This design comes from an exercise in tuning for small area and a short achievable clock period on the open sky130 flow, not from production work. At most, simulation tests tie the RTL to the original design; equivalence was not proved. No functional check of the RTL was part of runs 3 and 5. No activity file was given, so power comes from the tool's default toggle rates.

===== design/flow/config.mk =====
export PLATFORM = sky130hd
export DESIGN_NAME = psram_spi_responder
export DESIGN_NICKNAME = psram_spi_responder
export VERILOG_FILES = /design/flow/design.v
export SDC_FILE = /design/flow/constraint.sdc
export NUM_CORES = 4
export LEC_CHECK = 0
export CAP_MARGIN = 20
export CORE_MARGIN = 2
export CORE_UTILIZATION = 80
export CTS_CLUSTER_DIAMETER = 60
export CTS_CLUSTER_SIZE = 34
export SETUP_SLACK_MARGIN = 2.7
export SLEW_MARGIN = 20

===== design/flow/constraint.sdc =====
create_clock -name core_clock -period 5.0 [get_ports {sys_clk}]
set_input_delay 1.0000 -clock core_clock [delete_from_list [all_inputs] [get_ports {sys_clk}]]
set_output_delay 1.0000 -clock core_clock [all_outputs]
set_load 0.01 [all_outputs]

===== design/flow/design.v =====
`default_nettype none
module psram_spi_responder #(
    parameter int         ADDR_W = 8,
    parameter logic [7:0] MF_ID  = 8'h0D,
    parameter logic [7:0] KGD_ID = 8'h5D
) (
    input  logic sys_clk,
    input  logic sys_reset_n,
    input  logic ce_n,
    input  logic sclk,
    input  logic si,
    output logic so,
    output logic so_oe,
    output logic busy,
    output logic rst_evt,
    output logic cmd_err
);
    localparam int DEPTH = 256;
    typedef enum logic [2:0] {
        S_IDLE, S_CMD, S_ADDR, S_RD, S_WR, S_ID, S_IGNORE
    } state_t;
    typedef enum logic [1:0] {K_RD, K_WR, K_ID} kind_t;
    logic [1:0]        ce_sync_q;
    logic [2:0]        sclk_sync_q;
    logic [1:0]        si_sync_q;
    state_t            state_q;
    kind_t             kind_q;
    logic [4:0]        bitcnt_q;
    logic [6:0]        sh_q;
    logic [2:0]        outcnt_q;
    logic [1:0]        id_idx_q;
    logic              reset_armed_q;
    logic              so_q, so_oe_q, busy_q, rst_evt_q, cmd_err_q;
    logic              we_q;
    logic [7:0]        rot_q;       
    logic [7:0]        pos_q;       
    logic              sel_q;       
    logic              got_q;       
    logic              b7a_q;       
    logic              b7b_q;       
    logic [6:0]        lo_q;        
    logic              pend_q;      
    logic [7:0]        ins_q;       
    logic [8*DEPTH-1:0] ring_q;
    logic              ce_s, sclk_rise, sclk_fall, si_s;
    logic              in_addr, in_rd, in_wr, in_id;
    logic [7:0]        byte_in;
    logic [7:0]        tap;
    logic [7:0]        id_byte;
    logic              consume, commit, load_pos, last_addr, ins, at0, at1;
    logic [7:0]        pos_p1, pos_p2, pos_ld;
    assign ce_s      = ce_sync_q[1];
    assign si_s      = si_sync_q[1];
    assign sclk_rise =  sclk_sync_q[1] & ~sclk_sync_q[2];
    assign sclk_fall = ~sclk_sync_q[1] &  sclk_sync_q[2];
    assign byte_in   = {sh_q, si_s};
    assign in_addr = state_q == S_ADDR;
    assign in_rd   = state_q == S_RD;
    assign in_wr   = state_q == S_WR;
    assign in_id   = state_q == S_ID;
    assign tap = ring_q[{pos_q[7:3], 3'b000, 3'b000} +: 8];
    assign at0 = pos_q[2:0] == 3'd0;    
    assign at1 = pos_q[2:0] == 3'd1;    
    always_comb begin
        case (id_idx_q)
            2'd0:    id_byte = MF_ID;
            2'd1:    id_byte = KGD_ID;
            default: id_byte = 8'h00;
        endcase
    end
    always_ff @(posedge sys_clk or negedge sys_reset_n) begin
        if (!sys_reset_n) begin
            ce_sync_q   <= 2'b11;
            sclk_sync_q <= '0;
            si_sync_q   <= '0;
        end else begin
            ce_sync_q   <= {ce_sync_q[0], ce_n};
            sclk_sync_q <= {sclk_sync_q[1:0], sclk};
            si_sync_q   <= {si_sync_q[0], si};
        end
    end
    assign load_pos  = !ce_s && in_addr && sclk_rise && bitcnt_q == 5'd22;
    assign last_addr = !ce_s && in_addr && sclk_rise && bitcnt_q == 5'd23;
    assign consume   = !ce_s && in_rd && sclk_fall && outcnt_q == 3'd0;
    assign commit    = !ce_s && in_wr && sclk_rise && bitcnt_q == 5'd7;
    always_ff @(posedge sys_clk or negedge sys_reset_n) begin
        if (!sys_reset_n) begin
            state_q       <= S_IDLE;
            kind_q        <= K_RD;
            bitcnt_q      <= '0;
            sh_q          <= '0;
            outcnt_q      <= '0;
            id_idx_q      <= '0;
            reset_armed_q <= 1'b0;
            so_q          <= 1'b0;
            so_oe_q       <= 1'b0;
            busy_q        <= 1'b0;
            rst_evt_q     <= 1'b0;
            cmd_err_q     <= 1'b0;
            we_q          <= 1'b0;
        end else begin
            rst_evt_q <= 1'b0;
            cmd_err_q <= 1'b0;
            we_q      <= 1'b0;
            if (ce_s) begin
                state_q  <= S_IDLE;
                so_q     <= 1'b0;
                so_oe_q  <= 1'b0;
                busy_q   <= 1'b0;
                bitcnt_q <= '0;
                outcnt_q <= '0;
            end else begin
                busy_q <= 1'b1;
                if (sclk_rise)
                    sh_q <= byte_in[6:0];
                case (state_q)
                    S_IDLE: begin
                        state_q  <= S_CMD;
                        bitcnt_q <= '0;
                    end
                    S_CMD: if (sclk_rise) begin
                        bitcnt_q <= bitcnt_q + 5'd1;
                        if (bitcnt_q == 5'd7) begin
                            bitcnt_q      <= '0;
                            reset_armed_q <= 1'b0;
                            state_q       <= S_IGNORE;
                            case (byte_in)
                                8'h03: begin kind_q <= K_RD;  state_q <= S_ADDR; end
                                8'h02: begin kind_q <= K_WR;  state_q <= S_ADDR; end
                                8'h9F: begin kind_q <= K_ID;  state_q <= S_ADDR; end
                                8'h66: reset_armed_q <= 1'b1;
                                8'h99: if (reset_armed_q) rst_evt_q <= 1'b1;
                                default: cmd_err_q <= 1'b1;
                            endcase
                        end
                    end
                    S_ADDR: if (sclk_rise) begin
                        bitcnt_q <= bitcnt_q + 5'd1;
                        if (bitcnt_q == 5'd23) begin
                            bitcnt_q <= '0;
                            outcnt_q <= '0;
                            id_idx_q <= '0;
                            case (kind_q)
                                K_WR:    state_q <= S_WR;
                                K_ID:    state_q <= S_ID;
                                default: state_q <= S_RD;
                            endcase
                        end
                    end
                    S_RD, S_ID: if (sclk_fall) begin
                        so_oe_q  <= 1'b1;
                        outcnt_q <= outcnt_q + 3'd1;
                        if (outcnt_q == 3'd0) begin
                            if (state_q == S_ID)
                                so_q <= id_byte[7];
                            else
                                so_q <= (sel_q | got_q) ? b7b_q : b7a_q;
                        end else begin
                            so_q <= lo_q[6];
                        end
                        if (outcnt_q == 3'd7 && state_q == S_ID && id_idx_q != 2'd2)
                            id_idx_q <= id_idx_q + 2'd1;
                    end
                    S_WR: if (sclk_rise) begin
                        bitcnt_q <= bitcnt_q + 5'd1;
                        if (bitcnt_q == 5'd7) begin
                            bitcnt_q <= '0;
                            we_q     <= 1'b1;
                        end
                    end
                    S_IGNORE: ;
                    default: state_q <= S_IDLE;
                endcase
            end
        end
    end
    assign ins    = (we_q | pend_q) && pos_q[4:0] == 5'd0;
    assign pos_p1 = pos_q + 8'd1;
    assign pos_p2 = pos_q + 8'd2;
    assign pos_ld = {sh_q[5:0], si_s, 1'b1} + rot_q;
    always_ff @(posedge sys_clk) begin
        rot_q  <= rot_q + 8'd1;
        pend_q <= (we_q | pend_q) & ~(pos_q[4:0] == 5'd0);
        for (int k = 0; k < 8; k++)
            ins_q[k] <= ins && pos_q[7:5] == 3'(k);
        if (load_pos)
            pos_q <= pos_ld;
        else if (consume || commit)
            pos_q <= pos_p2;
        else if (last_addr && !si_s)
            pos_q <= pos_q;
        else
            pos_q <= pos_p1;
        if (last_addr) begin
            sel_q <= si_s;
            got_q <= 1'b0;
        end else if (consume) begin
            sel_q <= 1'b1;
        end else if (in_rd && at0) begin
            got_q <= 1'b1;
        end
        if (in_addr && at1)
            b7a_q <= tap[7];
        if (commit)
            b7b_q <= byte_in[7];
        else if ((in_addr || in_rd) && at0)
            b7b_q <= tap[7];
        if (commit)
            lo_q <= byte_in[6:0];
        else if (!ce_s && in_id && sclk_fall && outcnt_q == 3'd0)
            lo_q <= id_byte[6:0];
        else if (!ce_s && (in_rd || in_id) && sclk_fall && outcnt_q != 3'd0)
            lo_q <= {lo_q[5:0], 1'b0};
        else if (in_rd && ((outcnt_q == 3'd0 && at0) || (outcnt_q == 3'd1 && at1)))
            lo_q <= tap[6:0];
    end
    genvar p;
    generate
        for (p = 0; p < DEPTH; p++) begin : g_ring
            if (p % 32 == 1) begin : g_ins
                always_ff @(posedge sys_clk)
                    ring_q[8*p +: 8] <= ins_q[p / 32] ? {b7b_q, lo_q}
                                        : ring_q[8*(p - 1) +: 8];
            end else begin : g_sh
                always_ff @(posedge sys_clk)
                    ring_q[8*p +: 8] <= ring_q[8*((p + DEPTH - 1) % DEPTH) +: 8];
            end
        end
    endgenerate
    assign so      = so_q;
    assign so_oe   = so_oe_q;
    assign busy    = busy_q;
    assign rst_evt = rst_evt_q;
    assign cmd_err = cmd_err_q;
endmodule
`default_nettype wire

===== design/flow/run.sh =====
#!/bin/bash
# synth_recipe.tcl (not shown) runs the flow's synth.tcl, then flattens the netlist and writes it again
# the make line also repeats each setting of config.mk as NAME=value (left out here)
make -C /OpenROAD-flow-scripts/flow DESIGN_CONFIG=/design/flow/config.mk WORK_HOME=/design/flow/orfs CLKGATE_MAP_FILE= SYNTH_SCRIPT=/design/flow/synth_recipe.tcl finish

==> run notes, run 1 <==
clock buffer count from CTS 73; Err [ERROR DPL-0033] detailed placement checks failed during check placement.; Die Ht roughly 250 µm; Synth Flop Type dfxtp_1; sequential fraction of the synthesis area 0.899; Post-Syn Nets 2722; # Post-CTS Setup Buffers 32; Starting Density 0.808; I/O pins 10; global placement routability congestion between 0.9 and 1; Max clock buf depth 3; hold_buf cts 0; Synth cell types 70; async set-or-reset flop fraction in the synthesized netlist 0.0170; synthesized flop and latch total between 2k and 2.5k; status did not finish; CTS H-tree depth 3; Clock Tree Root clkbuf_16; Mapped Cells 2695; Post-Synthesis Cell Area 47600 µm²; die width between 200 and 250 µm; Mean Syn Cell Area 17.7 µm²; DP Wirelength 51.1 mm; IO Port Bufs 9; Ys Warns 1; row count approximately 90; CTS sink count 2120; post-cts resize count between 80 and 90; Fail Step clock tree synthesis; EDFF count, synth 18
power by group through the flow:
| stage | Combinational [mW] | Clock (mW) | Sequential, mW |
|---|---|---|---|
| detailed placement | 0.141 | 0 | 17.4 |
| floorplan | 0.109 | 0 | 17.3 |
| global placement | 0.132 | 0 | 17.4 |
cells in the mapped netlist (all sizes together) (4+ instances only):
cell,instances,area (µm²)
o22ai,5,31.3
a211oi,13,103
dfrtp,34,851
a21oi,20,100
nor2b,11,68.8
o31ai,7,52.6
or3,5,31.3
nor2,40,150
nand4,4,40.0
nand2b,8,50.1
dfxtp,2066,41400
inv,20,75.1
and3,5,31.3
nand3,26,130
xnor2,11,96.3
o21ai,19,98.9
mux4,47,1060
mux2i,35,350
o221ai,5,43.8
buf,23,121
clkbuf,21,78.8
edfxtp,18,541
a221oi,4,35.0
a31oi,5,31.3
nand2,53,199
o41ai,4,35.0
ha,21,263
a22oi,8,60.1
nor3,18,95.1
a311oi,5,43.8
or2,5,31.3
mux2,81,912
xor2,9,78.8
stage by stage:
stage | utilization | area, µm² | worst slack (ns) | std cells
3_5_place_dp | 0.825 | 48600 | 2.31 | 3442
2_1_floorplan | - | 47600 | 2.81 | 2695
3_3_place_gp | 0.825 | 48600 | 2.50 | 3442
cells by family after synthesis:
family | Yosys count | synth area share
flip-flops | 2120 | 0.899
AO/OA/AOI/OAI | 112 | 0.0163
adder cells (fa/ha/maj) | 23 | 0.00615
buffers and inverters | 65 | 0.00588
multiplexers | 163 | 0.0487
XOR/XNOR | 20 | 0.00368
AND/OR/NAND/NOR | 192 | 0.0205
how the worst max path moves through the flow:
stage	start	cells after the start	end
3_5_place_dp	state_q[2]	6	lo_q[0]
3_3_place_gp	pos_q[6]	6	b7b_q
2_1_floorplan	bitcnt_q[0]	9	pos_q[6]
==> run 2: changes to the inputs <==
--- a/design/flow/config.mk
+++ b/design/flow/config.mk
@@ -9,5 +9,5 @@
 export CORE_MARGIN = 2
-export CORE_UTILIZATION = 80
+export CORE_UTILIZATION = 70
 export CTS_CLUSTER_DIAMETER = 60
-export CTS_CLUSTER_SIZE = 34
+export CTS_CLUSTER_SIZE = 32
 export SETUP_SLACK_MARGIN = 2.7
==> run 2 against run 1 <==
Compared with the run above: synthesized cell count did not move; the run now finishes clean; synthesized area did not move.
==> run notes, run 2 <==
wire length on met1 roughly 36 mm; global placement routability congestion 0.833 (-9.8%); TritonCTS clock tree done; r2r worst-path depth 7; Mean Syn Cell Area 17.7 µm² (unchanged); Clk pwr share 0.326; synthesized flop and latch total 2120 (unchanged); most frequent cells in the layout dfxtp_1 (2066), clkbuf_16 (87), mux2_2 (81); Tcrit/Tclk final 0.479; most common cell after layout, fill and taps aside dfxtp_1; Slew HR 0.214; Int Power 20.4 mW; Synth cell types 70 (unchanged); Post-Syn Nets 2722 (unchanged); DP Wirelength 42.9 mm (-16%); first-pass GRT wire length 113 mm; top-count cell post-synth dfxtp_1; pre-CTS WS 2.00 ns (-0.304 ns); Worst Skew 0.0370 ns; hold_buf cts 0 (unchanged); Final Hold Slack approximately 0.31 ns; RSZ-0062 raised after global routing true; Lkg Pwr 20.8 nW; Max clock buf depth 3 (unchanged); I/O pins 10 (unchanged); status complete, no violations; Mapped Cells 2695 (unchanged); Post-Synthesis Cell Area 47600 µm² (unchanged); row count 95 (+6.7%); complex-gate fraction of the synthesized area 0.0163 (unchanged); async set-or-reset flop fraction in the synthesized netlist 0.0170 (unchanged); CP arrival 2.83 ns; Layout Cells excl Fill 3696; Cell Pwr Density just under 500 nW/µm²; DR top layer met5; IO Port Bufs 9 (unchanged); post-route antenna net violation count 0; post-layout util 0.770; detail-routed via count per cell 4.96; Cell Area, Placed 48700 µm² (+0.20%); core area 67300 µm²; Top reg by flops ring_q; CP Depth 7; remaining global-route overflow 0; Synth area leaders dfxtp_1 (87%), mux4_2 (2.2%), mux2_2 (1.9%); f_max 0.417 GHz; Yosys top cell area share 0.868 (unchanged); Net Sw Frac 0.199; Switch Pwr 5.07 mW; R2R Path End lo_q[0]; Simple-Gate Fraction of Synth Area 0.0205 (unchanged); routed via count 18.3k; Worst Tran Pin Value 1.18 ns; VDD IR max 0.434 mV; die area ~70000 µm²; CTS H-tree depth 3 (unchanged); Tot Pwr 25.4 mW; end of the critical path lo_q[0]; most used cell, CP a31oi_1; adder-cell share of the synthesized area 0.00615 (unchanged); clock latency on the worst-skew pair 0.67 ns; CP Launch Type flop; vias in the first global route 19.0k; final setup violating endpoints 0; WL met3 3.05 mm; Design Area, Final 51800 µm²; max FFs per register 2048; initial antenna violation count 4; Starting Density 0.708 (-0.101); kind of critical path flop to flop; die width 265 µm (+6.8%); sequential fraction of the synthesis area 0.899 (unchanged); Worst path top cell family by delay compound AO/OA/AOI/OAI gates; final setup margin about 2.6 ns; WL per Instance 20.1 µm; DR iter-0 viols around 1.1k; crit-path max cell delay approximately 0.53 ns; Setup TNS 0 ns; combinational power share 0.006; Worst Setup SP pos_q[3]; Die Ht 265 µm (+6.8%); EDFF count, synth 18 (unchanged); r2r startpoint pos_q[3]; Global Route Usage Sum 0.216; Clock Tree Root clkbuf_16; CTS sink count 2120 (unchanged); Area Growth Syn to Fin 8.71%; largest net degree at the start of global routing 37; fraction of layout cells with a size suffix above 1 0.118; DR WL met2 33.5 mm; sequential share of power 0.668; area leader, netlist dfxtp_1; Final Hold Vio Count 0; crit path capture type flop; mux cell area share after synthesis 0.0487 (unchanged); critical path, cell by cell buf_4 > mux4_2 > nand2_1 > a21oi_1 > a31oi_1 > a31oi_1 > a221o_1; DR DRC count 0; largest family of logic cells by synthesized area multiplexers; HP Class flop to flop; top cells by count, synth dfxtp_1 (2066), mux2_2 (81), nand2_1 (53), mux4_2 (47), nor2_1 (40); WL final about 74 mm; clock-pin slew of the registers on the worst-case setup and hold paths 0.11 ns; Synth Flop Type dfxtp_1; max-cap check violation count 0; Max Slew Vio Count 0; Buf+Inv Stages, Crit Path 1; xor and xnor area share after synthesis 0.00368 (unchanged); Worst path slowest cell mux4_2; Post-layout nets 2810; reg-to-reg slack, setup 2.60 ns; number of detailed-route iterations in the first pass 6; clock buffer count from CTS 83 (+14%); Ys Warns 1 (unchanged); CP Max Fanout 10; minimum clock period 2.40 ns; Worst Path Required 5.44 ns; DP Cell Count 3540 (+2.8%)
==> run 2: cell counts after synthesis <==
Identical to the previous run, type by type.
==> run 2: logic make-up (layout without fill, tap and decap cells) <==
kind of cell,Yosys count,count (layout)
DFF,2120,2120
and+or+nand+nor,192,192
muxes,163,163
AOI/OAI and AO/OA,112,112
buffers and inverters,65,192
adders and majority gates,23,23
xor gates and xnor gates,20,20
other,0,1
==> run 2: area by class of cell <==
type | instances | area [µm²]
diodes | 1 | 2.50
clock buffers | 98 | 2240
clock inverters | 26 | 349
fillers | 3689 | 15500
inverters | 21 | 88.8
multi-input cells | 510 | 4690
flip-flops and latches | 2120 | 42800
well taps | 873 | 1090
repair buffers | 47 | 499
==> run 2: routing by layer <==
metal  track usage  vias up
met3        0.0373      135
li1              -     8888
met2         0.337      315
met1         0.315     8976
met4        0.0637        4
met5             0        -
==> run 2: worst reg2reg max path, stage by stage (launching register included) <==
cell      delay (ns)
edfxtp_1        0.40
buf_4           0.25
mux4_2          0.53
nand2_1         0.08
a21oi_1         0.07
a31oi_1         0.34
a31oi_1         0.16
a221o_1         0.34
==> run 2: power by group through the flow <==
stage	clock network, mW	registers, mW	logic, mW
floorplan	0	17.3	0.109
global placement	0	17.4	0.133
detailed placement	0	17.4	0.134
CTS	8.45	17.0	0.141
global route	9.01	17.0	0.166
finish	8.30	17.0	0.150
==> run 2: worst min-delay path by stage <==
stage | start | endpoint | slack [ns] | cells after the start
floorplan | ring_q[2040] | ring_q[0] | 0.31 | 0
global placement | ring_q[716] | ring_q[724] | 0.31 | 0
detailed placement | ring_q[203] | ring_q[211] | 0.31 | 0
CTS | ring_q[1807] | ring_q[1815] | 0.30 | 0
global route | ring_q[1807] | ring_q[1815] | 0.30 | 0
finish | ring_q[345] | ring_q[353] | 0.31 | 0
==> run 2: repair_timing <==
action                                  CTS  global route
hold endpoints to repair                  0             0
gates resized for setup                  44            25
endpoints found under the setup margin   35            28
pin swaps                                 3             4
gates cloned                              4             0
buffers inserted                         13            14
==> run 3: changes to the inputs <==
--- a/design/flow/design.v
+++ b/design/flow/design.v
@@ -50,3 +50,5 @@
     logic              consume, commit, load_pos, last_addr, ins, at0, at1;
-    logic [7:0]        pos_p1, pos_p2, pos_ld;
+    logic [7:0]        pos_ld;
+    logic [1:0]        pos_inc;
+    logic              lo_cap;
     assign ce_s      = ce_sync_q[1];
@@ -177,4 +179,5 @@
     assign ins    = (we_q | pend_q) && pos_q[4:0] == 5'd0;
-    assign pos_p1 = pos_q + 8'd1;
-    assign pos_p2 = pos_q + 8'd2;
+    assign pos_inc = (consume || commit) ? 2'd2 : (last_addr && !si_s) ? 2'd0 : 2'd1;
+    assign lo_cap  = in_rd && ((outcnt_q == 3'd0 && at0) ||
+                               (outcnt_q == 3'd1 && at1 && !sclk_fall));
     assign pos_ld = {sh_q[5:0], si_s, 1'b1} + rot_q;
@@ -187,8 +190,4 @@
             pos_q <= pos_ld;
-        else if (consume || commit)
-            pos_q <= pos_p2;
-        else if (last_addr && !si_s)
-            pos_q <= pos_q;
         else
-            pos_q <= pos_p1;
+            pos_q <= pos_q + pos_inc;
         if (last_addr) begin
@@ -207,3 +206,5 @@
             b7b_q <= tap[7];
-        if (commit)
+        if (lo_cap)
+            lo_q <= tap[6:0];
+        else if (commit)
             lo_q <= byte_in[6:0];
@@ -213,4 +214,2 @@
             lo_q <= {lo_q[5:0], 1'b0};
-        else if (in_rd && ((outcnt_q == 3'd0 && at0) || (outcnt_q == 3'd1 && at1)))
-            lo_q <= tap[6:0];
     end
==> run 3 against run 2 <==
Compared with the run above: largest cell class unchanged; fmax rose by 1.7%; sequential power is essentially flat; die area barely moved; clock power is essentially flat; register-to-register slack gained 0.04 ns; synthesized area about the same; largest power group unchanged; utilization about the same; count of clock-buffer cells in the layout decreased by 6; first-iteration DRC count shrank 9.4%; routed wire length rose by 0.32%.
==> run notes, run 3 <==
status complete, no violations; VDD IR max 0.418 mV (-3.5%); synthesized flop and latch total 2120 (unchanged); CP arrival 2.93 ns (+0.10 ns); Post-Syn Nets 2670 (-1.9%); Worst Hold Path EP ring_q[492]; Starting Density 0.707 (about the same); max FFs per register 2048 (unchanged); Top reg by flops ring_q; Tot Pwr 27.1 mW (+6.6%); Buf+Inv Stages, Crit Path 1 (unchanged); HP Start ring_q[484]; reg-to-reg slack, setup 2.64 ns (+0.04 ns); largest net degree at the start of global routing 40 (+8.1%); DR iter-0 viols 1000 (-9.4%); WHS Path Cells 0 (unchanged); die width 265 µm (about the same); post-layout util 0.770 (about the same); vias in the first global route 18.6k (-2.1%); Die Ht 265 µm (about the same); Max clock buf depth 3 (unchanged); Area Growth Syn to Fin 8.85%; WL per Instance 20.4 µm (+1.3%); top cells by count, synth dfxtp_1 (2074), mux2_2 (78), nand2_1 (35), nor2_1 (35), dfrtp_1 (34); detail-routed via count per cell 4.95 (about the same); Global Route Usage Sum 0.215 (-0.000931); Mapped Cells 2644 (-1.9%); sequential fraction of the synthesis area 0.898 (-0.000927); most frequent cells in the layout dfxtp_1 (2070), clkbuf_16 (88), mux2_2 (78); f_max 0.424 GHz (+1.7%); WL final 74.6 mm (+0.32%); EDFF count, synth 10 (-8); IO Port Bufs 9 (unchanged); Worst Skew 0.0268 ns (-0.0102 ns); Setup TNS 0 ns (unchanged); number of detailed-route iterations in the first pass 5 (-1); pre-CTS WS 1.94 ns (-0.0584 ns); Worst path top cell family by delay simple AND/OR/NAND/NOR gates; initial antenna violation count 2 (-2); routed via count 18.1k (-1.0%); Slew HR 0.249 (+0.0351); Tcrit/Tclk final 0.471 (-0.00793); clock-pin slew of the registers on the worst-case setup and hold paths 0.11 ns (about the same); global placement routability congestion 0.869 (+4.2%); CP Launch Type flop; Synth cell types 66 (-5.7%); DP Wirelength 43.1 mm (+0.62%); Mean Syn Cell Area 18.0 µm² (+1.8%); minimum clock period 2.36 ns (-0.0397 ns); Worst Path Required 5.57 ns (+0.13 ns); final setup violating endpoints 0 (unchanged); clock buffer count from CTS 84 (+1.2%); RSZ-0062 raised after global routing true; final setup margin 2.64 ns (+0.0397 ns); Ys Warns 1 (unchanged); first-pass GRT wire length 112 mm (-0.55%); Cell Pwr Density 524 nW/µm² (+6.6%); Worst Tran Pin Value 1.13 ns (-0.0525 ns); r2r worst-path depth 12 (+5); Yosys top cell area share 0.873 (+0.00410); DR DRC count 0 (unchanged); clock latency on the worst-skew pair 0.67 ns (about the same); Synth Flop Type dfxtp_1; Cell Area, Placed 48700 µm² (about the same); async set-or-reset flop fraction in the synthesized netlist 0.0170 (unchanged); Lkg Pwr 20.7 nW (-0.31%); max-cap check violation count 0 (unchanged); crit path capture type flop; area leader, netlist dfxtp_1; top-count cell post-synth dfxtp_1; Worst Setup SP bitcnt_q[3]; HP Class flop to flop; Post-layout nets 2779 (-1.1%); R2R Path End pos_q[6]; CTS sink count 2120 (unchanged); TritonCTS clock tree done; kind of critical path flop to flop; r2r startpoint bitcnt_q[3]; remaining global-route overflow 0 (unchanged); CTS H-tree depth 3 (unchanged); core area 67300 µm² (unchanged); Final Hold Vio Count 0 (unchanged); I/O pins 10 (unchanged); Design Area, Final 51800 µm² (about the same); Post-Synthesis Cell Area 47600 µm² (about the same); CP Max Fanout 7 (-3); most common cell after layout, fill and taps aside dfxtp_1; Max Slew Vio Count 0 (unchanged); critical path, cell by cell nor4bb_4 > nand4_1 > buf_6 > o21ai_4 > nor2b_1 > ha_2 > fa_2 > and3_4 > nand3_2 > xnor2_2 > nand2_1 > o31ai_1; Clock Tree Root clkbuf_16; die area 70100 µm² (about the same); Worst path slowest cell dfrtp_2; row count 95 (unchanged); Synth area leaders dfxtp_1 (87%), mux2_2 (1.8%), dfrtp_1 (1.8%); crit-path max cell delay 0.48 ns (-0.05 ns); fraction of layout cells with a size suffix above 1 0.121 (+0.00292); post-route antenna net violation count 0 (unchanged)
## run 3: cell types whose count changed in the layout (fill, tap and decap cells not counted), sizes merged, moves of 8 or more
cell    before   now
mux2i       35    24
nand3       26    12
buf         41    61
a22oi        8    16
mux4        47    56
edfxtp      18    10
nand2       53    35
dfxtp     2066  2074
## run 3: power by group
group,internal (mW),switching (mW)
Clock,3.33,4.98
Combinational,0.693,0.914
Sequential,17.0,0.219
## run 3: metal layers
layer	vias to the layer above	GRT usage	part of all wire
met4	0	0.0609	0.022
met2	278	0.328	0.44
li1	8805	-	-
met5	-	0	0
met3	102	0.0335	0.036
met1	8944	0.325	0.51
## run 3: area by class of cell
cell class / count / area, µm²
Timing Repair Buffer: 66 / 619
Sequential cell: 2120 / 42700
Clock buffer: 92 / 2180
Multi-Input combinational cell: 463 / 4700
Inverter: 18 / 67.6
Clock inverter: 28 / 387
Tap cell: 873 / 1090
Fill cell: 3703 / 15500
Antenna cell: 1 / 2.50
## run 3: worst reg2reg max path: stages (launching register included)
cell      delay, ns
dfrtp_2        0.48
nor4bb_4       0.36
nand4_1        0.15
buf_6          0.15
o21ai_4        0.05
nor2b_1        0.06
ha_2           0.18
fa_2           0.34
and3_4         0.16
nand3_2        0.08
xnor2_2        0.10
nand2_1        0.07
o31ai_1        0.07
## run 3: what timing repair did
action / 4_1_cts / 5_1_grt
setup endpoints to repair: 32 / 21
hold endpoints to repair: 0 / 0
pin swaps: 9 / 6
setup buffers: 27 / 13
resized for setup: 50 / 24
gates cloned: 0 / 2
hold buffers: 0 / 0
## run 3: cell families (layout without fill, tap and decap cells)
family	count (synthesis)	after routing	synth area share
AOI/OAI and AO/OA	109	109	0.0160
xor gates and xnor gates	19	19	0.00350
adders and majority gates	22	22	0.00605
buffers and inverters	61	204	0.00718
DFF	2120	2120	0.898
muxes	158	158	0.0521
other	0	1	0
and+or+nand+nor	155	155	0.0173
## run 3: per-stage QoR
stage,hold WS (ns),std cells
after global placement,0.310,3498
after floorplan,0.310,2644
final,0.320,3661
after global routing,0.314,3660
after detailed placement,0.312,3498
after CTS,0.321,3645
## run 3: how the worst max path moves through the flow
| stage | slack, ns | end | cells past startpoint |
|---|---|---|---|
| 6_report | 2.64 | pos_q[6] | 12 |
| 5_1_grt | 2.55 | pos_q[6] | 11 |
| 4_1_cts | 2.60 | lo_q[1] | 6 |
| 3_5_place_dp | 1.94 | lo_q[1] | 6 |
| 3_3_place_gp | 1.97 | lo_q[1] | 6 |
| 2_1_floorplan | 2.58 | pos_q[6] | 13 |
==> run 4: changes to the inputs <==
--- a/design/flow/design.v
+++ b/design/flow/design.v
@@ -51,3 +51,4 @@
     logic [7:0]        pos_ld;
-    logic [1:0]        pos_inc;
+    logic [7:0]        pos_p1, pos_p2;
+    logic              bc7_q, bc22_q, bc23_q, oc0_q;
     logic              lo_cap;
@@ -83,6 +84,19 @@
     end
-    assign load_pos  = !ce_s && in_addr && sclk_rise && bitcnt_q == 5'd22;
-    assign last_addr = !ce_s && in_addr && sclk_rise && bitcnt_q == 5'd23;
-    assign consume   = !ce_s && in_rd && sclk_fall && outcnt_q == 3'd0;
-    assign commit    = !ce_s && in_wr && sclk_rise && bitcnt_q == 5'd7;
+    always_ff @(posedge sys_clk or negedge sys_reset_n) begin
+        if (!sys_reset_n) begin
+            bc7_q  <= 1'b0;
+            bc22_q <= 1'b0;
+            bc23_q <= 1'b0;
+            oc0_q  <= 1'b1;
+        end else begin
+            bc7_q  <= bitcnt_q == 5'd7;
+            bc22_q <= bitcnt_q == 5'd22;
+            bc23_q <= bitcnt_q == 5'd23;
+            oc0_q  <= outcnt_q == 3'd0;
+        end
+    end
+    assign load_pos  = !ce_s && in_addr && sclk_rise && bc22_q;
+    assign last_addr = !ce_s && in_addr && sclk_rise && bc23_q;
+    assign consume   = !ce_s && in_rd && sclk_fall && oc0_q;
+    assign commit    = !ce_s && in_wr && sclk_rise && bc7_q;
     always_ff @(posedge sys_clk or negedge sys_reset_n) begin
@@ -179,3 +193,4 @@
     assign ins    = (we_q | pend_q) && pos_q[4:0] == 5'd0;
-    assign pos_inc = (consume || commit) ? 2'd2 : (last_addr && !si_s) ? 2'd0 : 2'd1;
+    assign pos_p1 = pos_q + 8'd1;
+    assign pos_p2 = pos_q + 8'd2;
     assign lo_cap  = in_rd && ((outcnt_q == 3'd0 && at0) ||
@@ -190,4 +205,8 @@
             pos_q <= pos_ld;
+        else if (consume || commit)
+            pos_q <= pos_p2;
+        else if (last_addr && !si_s)
+            pos_q <= pos_q;
         else
-            pos_q <= pos_q + pos_inc;
+            pos_q <= pos_p1;
         if (last_addr) begin
==> run 4 against run 3 <==
Compared with the run above: non-clock buffer count fell by 19; synthesized area rose by 0.34%; clock skew decreased by 0.0065 ns; synthesized cell count barely moved; fmax grew 1.6%; sequential share of layout area rose by 0.39 points; count of clock-buffer cells in the layout fell by 1; utilization is 0.20 points lower; combinational power decreased by 81%; worst setup slack improved by 0.037 ns; routed wire length decreased by 7.5%; critical path type unchanged; critical endpoint is now lo_q[0].
==> run notes, run 4 <==
Cell Pwr Density 494 nW/µm² (-5.6%); status complete, no violations; top-count cell post-synth dfxtp_1; HP Start ring_q[1378]; crit path capture type flop; Clock Tree Root clkbuf_16; CTS H-tree depth 3 (unchanged); detail-routed via count per cell 4.91 (-0.90%); Slew HR 0.230 (-0.0188); DR WL met2 30.6 mm (-5.9%); largest net degree at the start of global routing 41 (+2.5%); Final Hold Vio Count 0 (unchanged); async set-or-reset flop fraction in the synthesized netlist 0.0188 (+0.00185); Die Ht 265 µm (+0.17%); die width 265 µm (+0.17%); CP Launch Type flop; Area Growth Syn to Fin 8.39%; f_max 0.431 GHz (+1.6%); kind of critical path flop to flop; remaining global-route overflow 0 (unchanged); Synth area leaders dfxtp_1 (87%), mux4_2 (3.3%), dfrtp_1 (1.9%); die area 70300 µm² (+0.34%); Cell Area, Placed 48800 µm² (+0.19%); DR DRC count 0 (unchanged); Worst Skew 0.0204 ns (-0.00647 ns); core area 67400 µm² (+0.18%); TritonCTS clock tree done; Post-Synthesis Cell Area 47700 µm² (+0.34%); Top reg by flops ring_q; vias in the first global route 18.2k (-2.1%); routed via count 17.8k (-1.6%); reg-to-reg slack, setup 2.68 ns (+0.04 ns); minimum clock period 2.32 ns (-0.0372 ns); fraction of layout cells with a size suffix above 1 0.122 (+0.00141); Worst Tran Pin Value 1.15 ns (+0.0282 ns); Lkg Pwr 20.5 nW (-0.80%); Mapped Cells 2646 (+0.076%); post-route antenna net violation count 0 (unchanged); I/O pins 10 (unchanged); global placement routability congestion 0.875 (+0.73%); Max clock buf depth 3 (unchanged); Yosys top cell area share 0.866 (-0.00635); Worst Path Required 5.40 ns (-0.17 ns); R2R Path End lo_q[0]; most common cell after layout, fill and taps aside dfxtp_1; Sequential Area 42900 µm² (+0.39%); WL met3 2.52 mm (-5.0%); WL final 69.0 mm (-7.5%); Mean Syn Cell Area 18.0 µm² (+0.27%); Worst Hold Path EP ring_q[1386]; max-cap check violation count 0 (unchanged); CP arrival 2.72 ns (-0.21 ns); # diodes 0 (-1); Post-Syn Nets 2673 (+0.11%); clock buffer count from CTS 83 (-1.2%); area leader, netlist dfxtp_1; Final Hold Slack 0.319 ns (-0.000862 ns); clock-pin slew of the registers on the worst-case setup and hold paths 0.11 ns (about the same); Synth Flop Type dfxtp_1; Post-layout nets 2758 (-0.76%); Ys Warns 1 (unchanged); area occupied by multi-input gates 4630 µm² (-1.5%); Global Route Usage Sum 0.199 (-0.0159); DR iter-0 viols 1073 (+7.3%); number of detailed-route iterations in the first pass 5 (unchanged); CP Max Fanout 13 (+6); Design Area, Final 51800 µm² (about the same); synthesized flop and latch total 2124 (+0.19%); r2r worst-path depth 7 (-5); Synth cell types 71 (+7.6%); WHS Path Cells 0 (unchanged); IO Port Bufs 9 (unchanged); HP Class flop to flop; VDD IR max 0.481 mV (+15%); row count 95 (unchanged); r2r startpoint pos_q[3]; pre-CTS WS 2.39 ns (+0.446 ns); initial antenna violation count 0 (-2); post-layout util 0.768 (-0.00195); hold_buf cts 0 (unchanged); clock latency on the worst-skew pair 0.66 ns (about the same); final setup margin 2.68 ns (+0.0372 ns); final setup violating endpoints 0 (unchanged); DP Wirelength 39.8 mm (-7.7%); Max Slew Vio Count 0 (unchanged); Tcrit/Tclk final 0.464 (-0.00744); CTS sink count 2124 (+0.19%); max FFs per register 2048 (unchanged); fill cell count 3824 (+3.3%); top cells by count, synth dfxtp_1 (2066), mux2_2 (74), mux4_2 (69), dfrtp_1 (37), nand2_1 (36); sequential fraction of the synthesis area 0.899 (about the same); Setup TNS 0 ns (unchanged); EDFF count, synth 18 (+8); most frequent cells in the layout dfxtp_1 (2065), clkbuf_16 (89), mux2_2 (74); RSZ-0062 raised after global routing true; Starting Density 0.708 (+0.00118); WL per Instance 19.0 µm (-6.9%); DR top layer met4; first-pass GRT wire length 106 mm (-5.7%); wire length on met1 33.6 mm (-11%)
run 4: cell count changes after synthesis, moves of 12 or more:
cell | before | now
mux4_1 | 27 | 0
mux4_2 | 29 | 69
o21ai_0 | 18 | 6
o21ai_1 | 0 | 12
run 4: critical path, stage by stage (launching register included):
cell and delay, ns:
edfxtp_1 0.44, buf_4 0.21, buf_8 0.20, mux4_2 0.57, a22oi_1 0.21, a21oi_1 0.10, a21oi_2 0.22, o21ai_1 0.09
run 4: logic make-up (layout without fill, tap and decap cells):
group / after synthesis / count (layout) / share of synthesized area
and+or+nand+nor: 159 / 159 / 0.0178
AOI/OAI and AO/OA: 100 / 100 / 0.0146
xor gates and xnor gates: 15 / 15 / 0.00275
DFF: 2124 / 2124 / 0.899
adders and majority gates: 23 / 23 / 0.00613
muxes: 159 / 159 / 0.0534
buffers and inverters: 66 / 183 / 0.00681
run 4: power by group:
group | leakage (nW) | switching, mW | internal (mW)
Clock | 1.23 | 4.86 | 3.33
Combinational | 1.98 | 0.177 | 0.135
Sequential | 17.3 | 0.113 | 17.0
Total | 20.5 | 5.15 | 20.4
run 4: worst max-delay path by stage:
stage	start	end	depth (start not counted)
after floorplan	pos_q[3]	lo_q[4]	5
after global placement	bitcnt_q[0]	cmd_err_q	5
after detailed placement	pos_q[3]	lo_q[3]	5
after CTS	so_q	so	1
after global routing	pos_q[3]	lo_q[2]	7
final	pos_q[3]	lo_q[0]	7
run 4: through the flow:
stage / instances / power, mW
after CTS: 3618 / 25.7
final: 3636 / 25.6
after detailed placement: 3492 / 17.8
after global routing: 3636 / 26.4
after floorplan: 2646 / 17.6
after global placement: 3492 / 17.7
run 4: per-layer routing:
metal	GRT usage	vias up
met2	0.307	312
met1	0.290	8661
met5	0	-
li1	-	8739
met3	0.0352	131
met4	0.0695	0
run 4: repair_timing:
item / in CTS / in global routing
resized for setup: 37 / 25
setup endpoints to repair: 29 / 29
hold endpoints to repair: 0 / 0
setup buffers: 7 / 16
pin swaps: 1 / 5
gates cloned: 2 / 2
run 4: cell type report:
class / count / area share
multi-input combinational: 456 / 0.0895
tap: 873 / 0.0211
clock inverter: 26 / 0.00600
timing repair buffer: 47 / 0.0102
clock buffer: 91 / 0.0427
sequential: 2124 / 0.829
inverter: 19 / 0.00138
==> run 5: changes to the inputs <==
--- a/design/flow/design.v
+++ b/design/flow/design.v
@@ -40,3 +40,3 @@
     logic              b7b_q;       
-    logic [6:0]        lo_q;        
+    logic [6:0]        cur_q;       
     logic              pend_q;      
@@ -53,3 +53,4 @@
     logic              bc7_q, bc22_q, bc23_q, oc0_q;
-    logic              lo_cap;
+    logic [6:0]        cap;
+    logic [7:0]        tap8, tap16, tap32;
     assign ce_s      = ce_sync_q[1];
@@ -63,3 +64,6 @@
     assign in_id   = state_q == S_ID;
-    assign tap = ring_q[{pos_q[7:3], 3'b000, 3'b000} +: 8];
+    assign tap8  = ring_q[{pos_q[7:3], 3'b000, 3'b000} +: 8];
+    assign tap16 = ring_q[{pos_q[7:4], 4'b0000, 3'b000} +: 8];
+    assign tap32 = ring_q[{pos_q[7:5], 5'b00000, 3'b000} +: 8];
+    assign tap   = {tap8[7:5], tap16[4:3], tap32[2:0]};
     assign at0 = pos_q[2:0] == 3'd0;    
@@ -168,10 +172,8 @@
                         outcnt_q <= outcnt_q + 3'd1;
-                        if (outcnt_q == 3'd0) begin
-                            if (state_q == S_ID)
-                                so_q <= id_byte[7];
-                            else
-                                so_q <= (sel_q | got_q) ? b7b_q : b7a_q;
-                        end else begin
-                            so_q <= lo_q[6];
-                        end
+                        if (state_q == S_ID)
+                            so_q <= id_byte[3'd7 - outcnt_q];
+                        else if (outcnt_q == 3'd0)
+                            so_q <= (sel_q | got_q) ? b7b_q : b7a_q;
+                        else
+                            so_q <= cur_q[3'd7 - outcnt_q];
                         if (outcnt_q == 3'd7 && state_q == S_ID && id_idx_q != 2'd2)
@@ -195,4 +197,11 @@
     assign pos_p2 = pos_q + 8'd2;
-    assign lo_cap  = in_rd && ((outcnt_q == 3'd0 && at0) ||
-                               (outcnt_q == 3'd1 && at1 && !sclk_fall));
+    always_comb begin
+        for (int k = 0; k < 7; k++) begin
+            logic       prev;
+            logic [4:0] ph;
+            prev = outcnt_q != 3'd0 && outcnt_q <= 3'(7 - k);
+            ph   = k >= 5 ? {2'b00, pos_q[2:0]} : k >= 3 ? {1'b0, pos_q[3:0]} : pos_q[4:0];
+            cap[k] = in_rd && ph == (prev ? 5'd1 : 5'd0);
+        end
+    end
     assign pos_ld = {sh_q[5:0], si_s, 1'b1} + rot_q;
@@ -225,10 +234,8 @@
             b7b_q <= tap[7];
-        if (lo_cap)
-            lo_q <= tap[6:0];
-        else if (commit)
-            lo_q <= byte_in[6:0];
-        else if (!ce_s && in_id && sclk_fall && outcnt_q == 3'd0)
-            lo_q <= id_byte[6:0];
-        else if (!ce_s && (in_rd || in_id) && sclk_fall && outcnt_q != 3'd0)
-            lo_q <= {lo_q[5:0], 1'b0};
+        for (int k = 0; k < 7; k++) begin
+            if (commit)
+                cur_q[k] <= byte_in[k];
+            else if (cap[k])
+                cur_q[k] <= tap[k];
+        end
     end
@@ -239,3 +246,3 @@
                 always_ff @(posedge sys_clk)
-                    ring_q[8*p +: 8] <= ins_q[p / 32] ? {b7b_q, lo_q}
+                    ring_q[8*p +: 8] <= ins_q[p / 32] ? {b7b_q, cur_q}
                                         : ring_q[8*(p - 1) +: 8];
==> run 5 against run 4 <==
Compared with the run above: critical path type is now flop to output pin; sequential share of layout area grew 1.3 points; flip-flop and latch count is the same; synthesized area shrank 1.4%.
==> run notes, run 5 <==
# diodes 0 (unchanged); core area 66900 µm² (-0.71%); Worst path slowest cell dfrtp_1; routed via count 17.3k (-3.3%); WHS Path Cells 0 (unchanged); Area Growth Syn to Fin 8.29% (about the same); f_max 0.440 GHz (+2.0%); Buf+Inv Stages, Crit Path 1 (-1); Layout Cells excl Fill 3609 (-0.74%); detail-routed via count per cell 4.78 (-2.5%); clock buffer count from CTS 83 (unchanged); number of detailed-route iterations in the first pass 6 (+1); Worst Tran Pin Value 0.993 ns (-0.161 ns); most common cell after layout, fill and taps aside dfxtp_1; area occupied by multi-input gates 3940 µm² (-15%); VDD IR max 0.428 mV (-11%); Setup TNS 0 ns (unchanged); Sequential Area 42900 µm² (about the same); CTS H-tree depth 3 (unchanged); kind of critical path flop to output pin; global placement routability congestion 0.847 (-3.1%); r2r worst-path depth 6 (-1); Ys Warns 1 (unchanged); DP Wirelength 38.1 mm (-4.3%); top cells by count, synth dfxtp_1 (2066), mux2_2 (75), nand2_1 (38), dfrtp_1 (37), nor2_1 (34); TritonCTS clock tree done; Design Area, Final 51000 µm² (-1.5%); I/O pins 10 (unchanged); Slew HR 0.338 (+0.108); max FFs per register 2048 (unchanged); CP arrival 1.27 ns (-1.45 ns); Final Hold Vio Count 0 (unchanged); Post-Synthesis Cell Area 47100 µm² (-1.4%); Worst Skew 0.0315 ns (+0.0111 ns); Post-Syn Nets 2639 (-1.3%); WL final 64.4 mm (-6.6%); most frequent cells in the layout dfxtp_1 (2064), clkbuf_16 (88), mux2_2 (75); async set-or-reset flop fraction in the synthesized netlist 0.0188 (unchanged); Post-layout nets 2728 (-1.1%); CP Launch Type flop; die area 69300 µm² (-1.4%); status complete, no violations; Die Ht 263 µm (-0.70%); Global Route Usage Sum 0.188 (-0.0114); synthesized flop and latch total 2124 (unchanged); fill cell count 3765 (-1.5%); HP Class flop to flop; Tot Pwr 26.5 mW (+3.5%); max-cap check violation count 0 (unchanged); first-pass GRT wire length 98.6 mm (-6.6%); Worst Path Required 4.00 ns (-1.40 ns); Max Slew Vio Count 0 (unchanged); largest net degree at the start of global routing 41 (unchanged); DR DRC count 0 (unchanged); crit path capture type output pin; top-count cell post-synth dfxtp_1; Starting Density 0.703 (-0.00514); CP Depth 1 (-6); crit-path max cell delay 0.45 ns (-0.12 ns); Cell Area, Placed 48100 µm² (-1.4%); initial antenna violation count 10 (+10); Tcrit/Tclk final 0.455 (-0.00902); CP Max Fanout 2 (-11); Yosys top cell area share 0.879 (+0.0125); RSZ-0062 raised after global routing true; WL per Instance 17.9 µm (-5.9%); remaining global-route overflow 0 (unchanged); post-route antenna net violation count 0 (unchanged); IO Port Bufs 9 (unchanged); Synth Flop Type dfxtp_1; area leader, netlist dfxtp_1; Mapped Cells 2610 (-1.4%); DR iter-0 viols 1107 (+3.2%); final setup violating endpoints 0 (unchanged); die width 263 µm (-0.70%); CTS sink count 2124 (unchanged); sequential fraction of the synthesis area 0.912 (+0.0130); EDFF count, synth 18 (unchanged); vias in the first global route 17.5k (-4.0%); Synth cell types 72 (+1.4%); minimum clock period 2.27 ns (-0.0451 ns); row count 95 (unchanged); critical path, cell by cell buf_2; DP Cell Count 3460 (-0.92%); Top reg by flops ring_q; Lkg Pwr 20.4 nW (-0.89%); Cell Pwr Density 520 nW/µm² (+5.1%); Mean Syn Cell Area 18.0 µm² (about the same); Max clock buf depth 3 (unchanged); clock latency on the worst-skew pair 0.67 ns (about the same); Clock Tree Root clkbuf_16; clock-pin slew of the registers on the worst-case setup and hold paths 0.11 ns (about the same); fraction of layout cells with a size suffix above 1 0.104 (-0.0185); Synth area leaders dfxtp_1 (88%), dfrtp_1 (2.0%), mux2_2 (1.8%); Worst path top cell family by delay flip-flops
## run 5: cell count changes after synthesis, moves of 5 or more
cell      previous run  this run
clkbuf_1            26        21
inv_1               17        23
nor3_1              16        10
mux4_1               0        11
xnor2_1              7        16
mux4_2              69        30
a22oi_1             12         3
nand3_1             15        20
o31ai_1              2         7
o21ai_0              6        24
o21ai_1             12         5
## run 5: cells by family after synthesis
logic type,synth area share
flops,0.912
simple gates,0.0155
mux,0.0419
compound gates,0.0137
buf+inv,0.00614
fa+ha+maj,0.00675
xor+xnor,0.00447
## run 5: path summary, 6_finish.rpt
kind,from,slack [ns],to
setup / recovery,so_oe_q,2.73,so_oe
hold / removal,ring_q[918],0.30,ring_q[926]
setup reg to reg,pos_q[3],2.74,cur_q[5]
hold reg to reg,ring_q[918],0.30,ring_q[926]
max in group asynchronous,sys_reset_n,3.81,state_q[0]
min in group asynchronous,sys_reset_n,0.46,rst_evt_q
## run 5: worst register-to-register path, stage by stage (launching register included)
cell and delay [ns]:
edfxtp_1 0.43, buf_12 0.17, buf_4 0.14, mux4_1 0.54, mux4_2 0.48, mux2i_1 0.15, a21oi_1 0.10
## run 5: area by class of cell
class / instances / area share
Sequential cell: 2124 / 0.842
Timing Repair Buffer: 41 / 0.00660
Multi-Input combinational cell: 425 / 0.0772
Clock inverter: 25 / 0.00722
Inverter: 24 / 0.00177
Clock buffer: 97 / 0.0438
Tap cell: 873 / 0.0214
## run 5: what timing repair did
action | CTS | global route
setup endpoints to repair | 29 | 21
pin swaps | 2 | 2
resized for setup | 31 | 13
hold endpoints to repair | 0 | 0
hold buffers | 0 | 0
buffers inserted | 8 | 17
cloned | 1 | 1
## run 5: metrics by stage
| step | utilization | hold slack, ns | setup WS [ns] |
|---|---|---|---|
| after CTS | 0.759 | 0.308 | 2.61 |
| final | 0.762 | 0.304 | 2.73 |
| after global placement | 0.719 | 0.309 | 2.10 |
| after global routing | 0.762 | 0.313 | 2.63 |
| after floorplan | - | 0.310 | 2.89 |
| after detailed placement | 0.719 | 0.312 | 2.01 |
## run 5: layer usage
| layer | vias up | track usage | share of wire |
|---|---|---|---|
| met4 | 0 | 0.0598 | 0.026 |
| met1 | 8296 | 0.285 | 0.51 |
| met2 | 306 | 0.279 | 0.42 |
| met3 | 115 | 0.0315 | 0.040 |
| li1 | 8546 | - | - |
| met5 | - | 0 | 0 |
## run 5: power by group
part | switching (mW) | internal [mW]
clock | 4.88 | 3.40
sequential | 0.180 | 17.0
combinational | 0.548 | 0.461
total | 5.60 | 20.9
==> run 6: changes to the inputs <==
--- a/design/flow/design.v
+++ b/design/flow/design.v
@@ -197,11 +197,10 @@
     assign pos_p2 = pos_q + 8'd2;
-    always_comb begin
-        for (int k = 0; k < 7; k++) begin
-            logic       prev;
-            logic [4:0] ph;
-            prev = outcnt_q != 3'd0 && outcnt_q <= 3'(7 - k);
-            ph   = k >= 5 ? {2'b00, pos_q[2:0]} : k >= 3 ? {1'b0, pos_q[3:0]} : pos_q[4:0];
-            cap[k] = in_rd && ph == (prev ? 5'd1 : 5'd0);
-        end
-    end
+    genvar k;
+    generate
+        for (k = 0; k < 7; k++) begin : g_cap
+            localparam int PW = k >= 5 ? 3 : k >= 3 ? 4 : 5;    
+            wire prev = outcnt_q != 3'd0 && outcnt_q <= 3'(7 - k);
+            assign cap[k] = in_rd && pos_q[PW-1:0] == (prev ? PW'(1) : PW'(0));
+        end
+    endgenerate
     assign pos_ld = {sh_q[5:0], si_s, 1'b1} + rot_q;
==> run 6 against run 5 <==
Compared with the run above: global-route usage about the same; synthesized cell count up 0.84%; register-to-register slack better by 0.07 ns; still clean; routed wire length down 1.0%; clock skew down 0.015 ns; die area about the same; total power down 4.5%; first-iteration DRC count down 10%; critical path depth unchanged; fmax up 1.6%.
==> run notes, run 6 <==
Synth area leaders dfxtp_1 (88%), dfrtp_1 (2.0%), mux2_2 (1.7%); minimum clock period 2.24 ns (-0.0369 ns); critical path, cell by cell clkdlybuf4s15_1; final setup violating endpoints 0 (unchanged); Top reg by flops ring_q; Global Route Usage Sum 0.188 (+0.000393); r2r startpoint pos_q[3]; post-layout util 0.759 (-0.00250); crit path capture type output pin; row count 95 (unchanged); Lkg Pwr 20.2 nW (-0.63%); vias in the first global route 17.6k (+0.52%); crit-path max cell delay 0.37 ns (-0.08 ns); VDD IR max 0.541 mV (+26%); Mapped Cells 2632 (+0.84%); Layout Cells excl Fill 3608 (-0.028%); RSZ-0062 raised after global routing true; R2R Path End cur_q[5]; Final Hold Vio Count 0 (unchanged); r2r worst-path depth 7 (+1); global placement routability congestion 0.839 (-0.94%); detail-routed via count per cell 4.76 (-0.47%); Post-Synthesis Cell Area 47000 µm² (about the same); Max Slew Vio Count 0 (unchanged); Post-layout nets 2732 (+0.15%); Setup TNS 0 ns (unchanged); clock latency on the worst-skew pair 0.64 ns (-0.03 ns); Worst Skew 0.0165 ns (-0.0150 ns); Tcrit/Tclk final 0.447 (-0.00737); Switch Pwr 4.97 mW (-11%); die area 69300 µm² (about the same); Buf+Inv Stages, Crit Path 1 (unchanged); top-count cell post-synth dfxtp_1; Worst Path Required 4.00 ns (about the same); Int Power 20.3 mW (-2.7%); combinational power share 0.005 (-0.033); CP Max Fanout 1 (-1); remaining global-route overflow 0 (unchanged); Worst Setup SP busy_q; most common cell after layout, fill and taps aside dfxtp_1; status complete, no violations; EDFF count, synth 18 (unchanged); CTS sink count 2124 (unchanged); WL per Instance 17.7 µm (-1.0%); sequential fraction of the synthesis area 0.912 (about the same); routed via count 17.2k (-0.50%); Max clock buf depth 3 (unchanged); DP Wirelength 37.6 mm (-1.3%); die width 263 µm (about the same); Cell Pwr Density 499 nW/µm² (-4.0%); TritonCTS clock tree done; Tot Pwr 25.3 mW (-4.5%); Slew HR 0.336 (-0.00217); Area Growth Syn to Fin 7.80%; Worst path top cell family by delay flip-flops; Worst Tran Pin Value 0.995 ns (+0.00190 ns); fraction of layout cells with a size suffix above 1 0.0933 (-0.0105); Cell Area, Placed 48100 µm² (about the same); Yosys top cell area share 0.879 (about the same); kind of critical path flop to output pin; Clock Tree Root clkbuf_16; Worst Hold Path EP ring_q[1782]; IO Port Bufs 9 (unchanged); CTS H-tree depth 3 (unchanged); DR iter-0 viols 993 (-10%); async set-or-reset flop fraction in the synthesized netlist 0.0188 (unchanged); most frequent cells in the layout dfxtp_1 (2066), clkbuf_16 (87), mux2_2 (70); sequential share of power 0.672 (+0.023); HP Class flop to flop; max FFs per register 2048 (unchanged); WHS Path Cells 0 (unchanged); top cells by count, synth dfxtp_1 (2066), mux2_2 (70), nand2_1 (47), dfrtp_1 (37); CP arrival 1.24 ns (-0.03 ns); pre-CTS WS 2.31 ns (+0.302 ns); HP Start ring_q[1774]; Die Ht 263 µm (about the same); initial antenna violation count 7 (-3); Starting Density 0.704 (+0.000914); Clk pwr share 0.322 (+0.009); final setup margin 2.76 ns (+0.0369 ns); DR DRC count 0 (unchanged); fill cell count 3783 (+0.48%); Ys Warns 1 (unchanged); f_max 0.447 GHz (+1.6%); DP Cell Count 3484 (+0.69%); post-route antenna net violation count 0 (unchanged); Synth cell types 70 (-2.8%); reg-to-reg slack, setup 2.81 ns (+0.07 ns); CP Launch Type flop; first-pass GRT wire length 99.2 mm (+0.68%); WL final 63.8 mm (-1.0%); Net Sw Frac 0.196 (-0.0150); number of detailed-route iterations in the first pass 4 (-2); clock-pin slew of the registers on the worst-case setup and hold paths 0.11 ns (about the same); core area 66800 µm² (-0.18%); Design Area, Final 50700 µm² (-0.51%); Final Hold Slack 0.323 ns (+0.0190 ns); clock buffer count from CTS 83 (unchanged); synthesized flop and latch total 2124 (unchanged); area leader, netlist dfxtp_1; largest net degree at the start of global routing 41 (unchanged); Mean Syn Cell Area 17.9 µm² (-0.88%); I/O pins 10 (unchanged); Post-Syn Nets 2660 (+0.80%); max-cap check violation count 0 (unchanged); Worst path slowest cell dfrtp_1; Synth Flop Type dfxtp_1
-- run 6: cell types whose count changed after synthesis, sizes merged, moves of 5 or more --
cell	before	now
o31ai	7	0
buf	17	23
o21ai	29	34
nor2b	7	12
mux4	41	33
mux2i	15	26
nand3	20	15
nand2	38	47
clkbuf	21	14
-- run 6: routing by layer --
metal,vias to the layer above,global-route usage,share of wire
met2,222,0.291,0.44
met1,8313,0.277,0.50
met4,0,0.0625,0.026
met3,107,0.0282,0.032
met5,-,0,0
li1,8535,-,-
-- run 6: cell type report --
class	count	area, µm²	area share
Tap cell	873	1090	0.0215
Clock inverter	23	308	0.00607
Multi-Input combinational cell	449	3900	0.0768
Sequential cell	2124	42900	0.846
Clock buffer	92	2210	0.0435
Timing Repair Buffer	24	216	0.00427
Inverter	22	82.6	0.00163
Antenna cell	1	2.50	0.0000493
-- run 6: how the worst max path moves through the flow --
stage               end  slack (ns)  cells past startpoint
6_report           busy        2.76                      1
5_1_grt        cur_q[5]        2.67                      7
4_1_cts           so_oe        2.71                      1
3_5_place_dp   cur_q[4]        2.31                      5
3_3_place_gp   cur_q[4]        2.36                      5
2_1_floorplan  cur_q[3]        2.94                      5
-- run 6: power by group through the flow --
stage,Combinational [mW],Clock [mW],Sequential (mW)
after CTS,0.135,8.34,17.0
final,0.134,8.16,17.0
after detailed placement,0.130,0,17.4
after floorplan,0.105,0,17.4
after global placement,0.127,0,17.4
after global routing,0.149,8.90,17.0
-- run 6: kinds of logic after synthesis --
family                     synth area share
AOI/OAI and AO/OA                    0.0131
muxes                                0.0393
adders and majority gates           0.00652
xor gates and xnor gates            0.00503
DFF                                   0.912
buffers and inverters               0.00553
and+or+nand+nor                      0.0185
-- run 6: what timing repair did --
item | in CTS | in global routing
hold buffers | 0 | 0
hold endpoints to repair | 0 | 0
cloned | 0 | 0
endpoints found under the setup margin | 22 | 17
gates resized for setup | 18 | 6
setup buffers | 8 | 0
==> run 7: changes to the inputs <==
--- a/design/flow/config.mk
+++ b/design/flow/config.mk
@@ -10,4 +10,5 @@
 export CORE_UTILIZATION = 70
-export CTS_CLUSTER_DIAMETER = 60
-export CTS_CLUSTER_SIZE = 32
+export CTS_BUF_LIST = sky130_fd_sc_hd__clkbuf_8
+export CTS_CLUSTER_DIAMETER = 50
+export CTS_CLUSTER_SIZE = 20
 export SETUP_SLACK_MARGIN = 2.7
==> run 7 against run 6 <==
Compared with the run above: largest power group unchanged; non-clock buffer count increased by 2; critical path type unchanged; worst setup slack worse by 0.075 ns; worst hold slack got worse by 0.0042 ns; die area stayed put; flip-flop and latch count unchanged; first-iteration DRC count down 12%; register-to-register slack is essentially flat; routed wire length fell by 3.8%; highest routed layer unchanged; synthesized cell count did not move; synthesized area is the same; utilization shrank 0.090 points; clock skew rose by 0.022 ns.
==> run notes, run 7 <==
Tot Pwr 24.9 mW (-1.5%); post-layout util 0.758 (-0.000899); sequential share of power 0.683 (+0.011); largest net degree at the start of global routing 41 (unchanged); reg-to-reg slack, setup 2.80 ns (about the same); CTS H-tree depth 4 (+1); vias in the first global route 17.6k (-0.040%); Area Growth Syn to Fin 7.67%; f_max 0.433 GHz (-3.2%); Top reg by flops ring_q; Synth area leaders dfxtp_1 (88%), dfrtp_1 (2.0%), mux2_2 (1.7%); detail-routed via count per cell 4.72 (-0.84%); CP Max Fanout 2 (+1); VDD IR max 0.383 mV (-29%); combinational power share 0.005 (about the same); final setup violating endpoints 0 (unchanged); max-cap check violation count 0 (unchanged); routed via count 17.4k (+1.2%); Int Power 20.0 mW (-1.5%); IO Port Bufs 9 (unchanged); Max clock buf depth 3 (unchanged); WL final 61.3 mm (-3.8%); synthesized flop and latch total 2124 (unchanged); RSZ-0062 raised after global routing true; fraction of layout cells with a size suffix above 1 0.117 (+0.0235); clock latency on the worst-skew pair 0.79 ns (+0.15 ns); top cells by count, synth dfxtp_1 (2066), mux2_2 (70), nand2_1 (47), dfrtp_1 (37); Post-Syn Nets 2660 (unchanged); core area 66800 µm² (unchanged); die area 69300 µm² (unchanged); die width 263 µm (unchanged); max FFs per register 2048 (unchanged); DP Wirelength 37.6 mm (unchanged); Starting Density 0.704 (unchanged); initial antenna violation count 5 (-2); Worst Path Required 4.00 ns (about the same); Net Sw Frac 0.196 (-0.000287); kind of critical path flop to output pin; Switch Pwr 4.89 mW (-1.7%); WL per Instance 16.6 µm (-5.8%); Setup TNS 0 ns (unchanged); Clk pwr share 0.312 (-0.010); top-count cell post-synth dfxtp_1; Worst Setup SP so_oe_q; Slew HR 0.322 (-0.0133); Worst Skew 0.0383 ns (+0.0218 ns); CP Depth 1 (unchanged); Lkg Pwr 20.3 nW (+0.33%); Die Ht 263 µm (unchanged); r2r worst-path depth 4 (-3); clock-pin slew of the registers on the worst-case setup and hold paths 0.12 ns (about the same); Global Route Usage Sum 0.182 (-0.00568); end of the critical path so_oe; row count 95 (unchanged); number of detailed-route iterations in the first pass 4 (unchanged); I/O pins 10 (unchanged); async set-or-reset flop fraction in the synthesized netlist 0.0188 (unchanged); Mean Syn Cell Area 17.9 µm² (unchanged); area leader, netlist dfxtp_1; Final Hold Vio Count 0 (unchanged); Synth cell types 70 (unchanged); remaining global-route overflow 0 (unchanged); crit path capture type output pin; clock buffer count from CTS 132 (+59%); Synth Flop Type dfxtp_1; critical path, cell by cell buf_2; CTS sink count 2124 (unchanged); post-route antenna net violation count 0 (unchanged); sequential fraction of the synthesis area 0.912 (unchanged); status complete, no violations; Cell Pwr Density 492 nW/µm² (-1.4%); DR iter-0 viols 878 (-12%); Post-Synthesis Cell Area 47000 µm² (unchanged); crit-path max cell delay 0.39 ns (+0.02 ns); Post-layout nets 2783 (+1.9%); most frequent cells in the layout dfxtp_1 (2066), clkbuf_8 (153), mux2_2 (70); most common cell after layout, fill and taps aside dfxtp_1; Yosys top cell area share 0.879 (unchanged); Ys Warns 1 (unchanged); Max Slew Vio Count 0 (unchanged); TritonCTS clock tree done; CP arrival 1.31 ns (+0.07 ns); DR DRC count 0 (unchanged); Buf+Inv Stages, Crit Path 1 (unchanged); CP Launch Type flop; Mapped Cells 2632 (unchanged); Worst path top cell family by delay flip-flops; fill cell count 3859 (+2.0%); minimum clock period 2.31 ns (+0.0751 ns); r2r startpoint sclk_sync_q[2]; first-pass GRT wire length 95.8 mm (-3.4%); EDFF count, synth 18 (unchanged); Clock Tree Root clkbuf_8; Tcrit/Tclk final 0.462 (+0.0150); HP Class flop to flop; R2R Path End pos_q[2]; global placement routability congestion 0.839 (unchanged); Worst Tran Pin Value 1.01 ns (+0.0199 ns); Worst path slowest cell dfrtp_1
==> run 7: cell types whose count changed in the layout (fill, tap and decap cells not counted), moves of 4 or more <==
cell / change
clkbuf_8: +152
clkbuf_16: -87
inv_1: +8
clkinvlp_4: +4
clkbuf_1: -4
==> run 7: per-layer routing <==
metal  up-vias  track usage  part of all wire
met2       273        0.270              0.43
li1       8643            -                 -
met5         -            0                 0
met3       125       0.0356             0.040
met4         0       0.0783             0.031
met1      8346        0.266              0.50
==> run 7: final cells by class <==
| class | instances | area, µm² | share of cell area |
|---|---|---|---|
| inverter | 22 | 82.6 | 0.00163 |
| clock inverter | 35 | 358 | 0.00706 |
| tap | 873 | 1090 | 0.0216 |
| timing repair buffer | 26 | 208 | 0.00410 |
| clock buffer | 153 | 2110 | 0.0416 |
| sequential | 2124 | 42900 | 0.847 |
| multi-input combinational | 449 | 3900 | 0.0769 |
| antenna | 1 | 2.50 | 0.0000494 |
==> run 7: cells by family (layout without fill, tap and decap cells) <==
logic type | Yosys count | count (layout) | share of synthesized area
flops | 2124 | 2124 | 0.912
other cells | 0 | 1 | 0
mux | 134 | 134 | 0.0393
buf+inv | 59 | 236 | 0.00553
xor+xnor | 27 | 27 | 0.00503
compound gates | 95 | 95 | 0.0131
fa+ha+maj | 24 | 24 | 0.00652
simple gates | 169 | 169 | 0.0185
==> run 7: worst min-delay path by stage <==
stage	slack, ns	from	to	cells past startpoint
global route	0.32	ring_q[1037]	ring_q[1045]	0
detailed placement	0.31	ring_q[1208]	ring_q[1216]	0
floorplan	0.31	ring_q[2040]	ring_q[0]	0
CTS	0.28	sys_reset_n	kind_q[0]	1
global placement	0.31	ring_q[935]	ring_q[943]	0
finish	0.32	ring_q[1501]	ring_q[1509]	0
==> run 7: power by group through the flow <==
stage          registers (mW)  clock network [mW]  logic (mW)
2_1_floorplan            17.4                   0       0.105
3_3_place_gp             17.4                   0       0.127
3_5_place_dp             17.4                   0       0.130
4_1_cts                  17.0                8.00       0.134
5_1_grt                  17.0                8.59       0.149
6_report                 17.0                7.77       0.133
==> run 7: repair_timing <==
item | 4_1_cts | 5_1_grt
hold buffers | 0 | 0
resized for setup | 22 | 8
endpoints found under the setup margin | 22 | 20
setup buffers | 10 | 0
==> run 7: through the flow <==
stage	area, µm²	worst slack (ns)	hold WS (ns)	std cells
6_report	50700	2.69	0.318	3683
5_1_grt	50700	2.60	0.321	3683
4_1_cts	50600	2.50	0.282	3682
3_5_place_dp	48100	2.31	0.312	3484
3_3_place_gp	48100	2.36	0.309	3484
2_1_floorplan	47000	2.94	0.310	2632

re-timing with driven ports:
No port has a modelled driver above. Below, the same layouts with a new extraction and two added sets of constraints. Step 1 (the two cells are an assumption about what drives the block):
set clk [get_ports {sys_clk}]
set_driving_cell -lib_cell sky130_fd_sc_hd__clkbuf_16 $clk
set_driving_cell -lib_cell sky130_fd_sc_hd__buf_2 [delete_from_list [all_inputs] $clk]
Step 2 adds t to the input delays and takes it off the output delays; t is the mean of the earliest and latest rising clock arrival at the registers after step 1. Input paths then give back, and output paths get back, about the clock's delay inside the block. Three values: ideal, step 1, step 2; two values: the first two.
run | shift t [ns] | setup slack, ns | hold WS [ns] | worst setup path at the end | slew at the worst register clock pin (ns)
run 2 | 0.722 | 2.604 / 2.604 / 2.604 | 0.310 / 0.310 / 0.310 | register to register | 0.11 / 0.11
run 3 | 0.716 | 2.644 / 2.644 / 2.644 | 0.320 / 0.320 / 0.320 | register to register | 0.11 / 0.11
run 4 | 0.712 | 2.681 / 2.681 / 2.681 | 0.319 / 0.319 / 0.319 | register to register | 0.11 / 0.11
run 5 | 0.714 | 2.726 / 2.662 / 2.744 | 0.304 / 0.304 / 0.304 | register to register | 0.11 / 0.11
run 6 | 0.700 | 2.763 / 2.701 / 2.806 | 0.323 / 0.323 / 0.323 | register to register | 0.12 / 0.12
run 7 | 0.841 | 2.688 / 2.621 / 2.804 | 0.318 / 0.294 / 0.318 | register to register | 0.12 / 0.12
After both steps setup and hold are still met in every run listed.
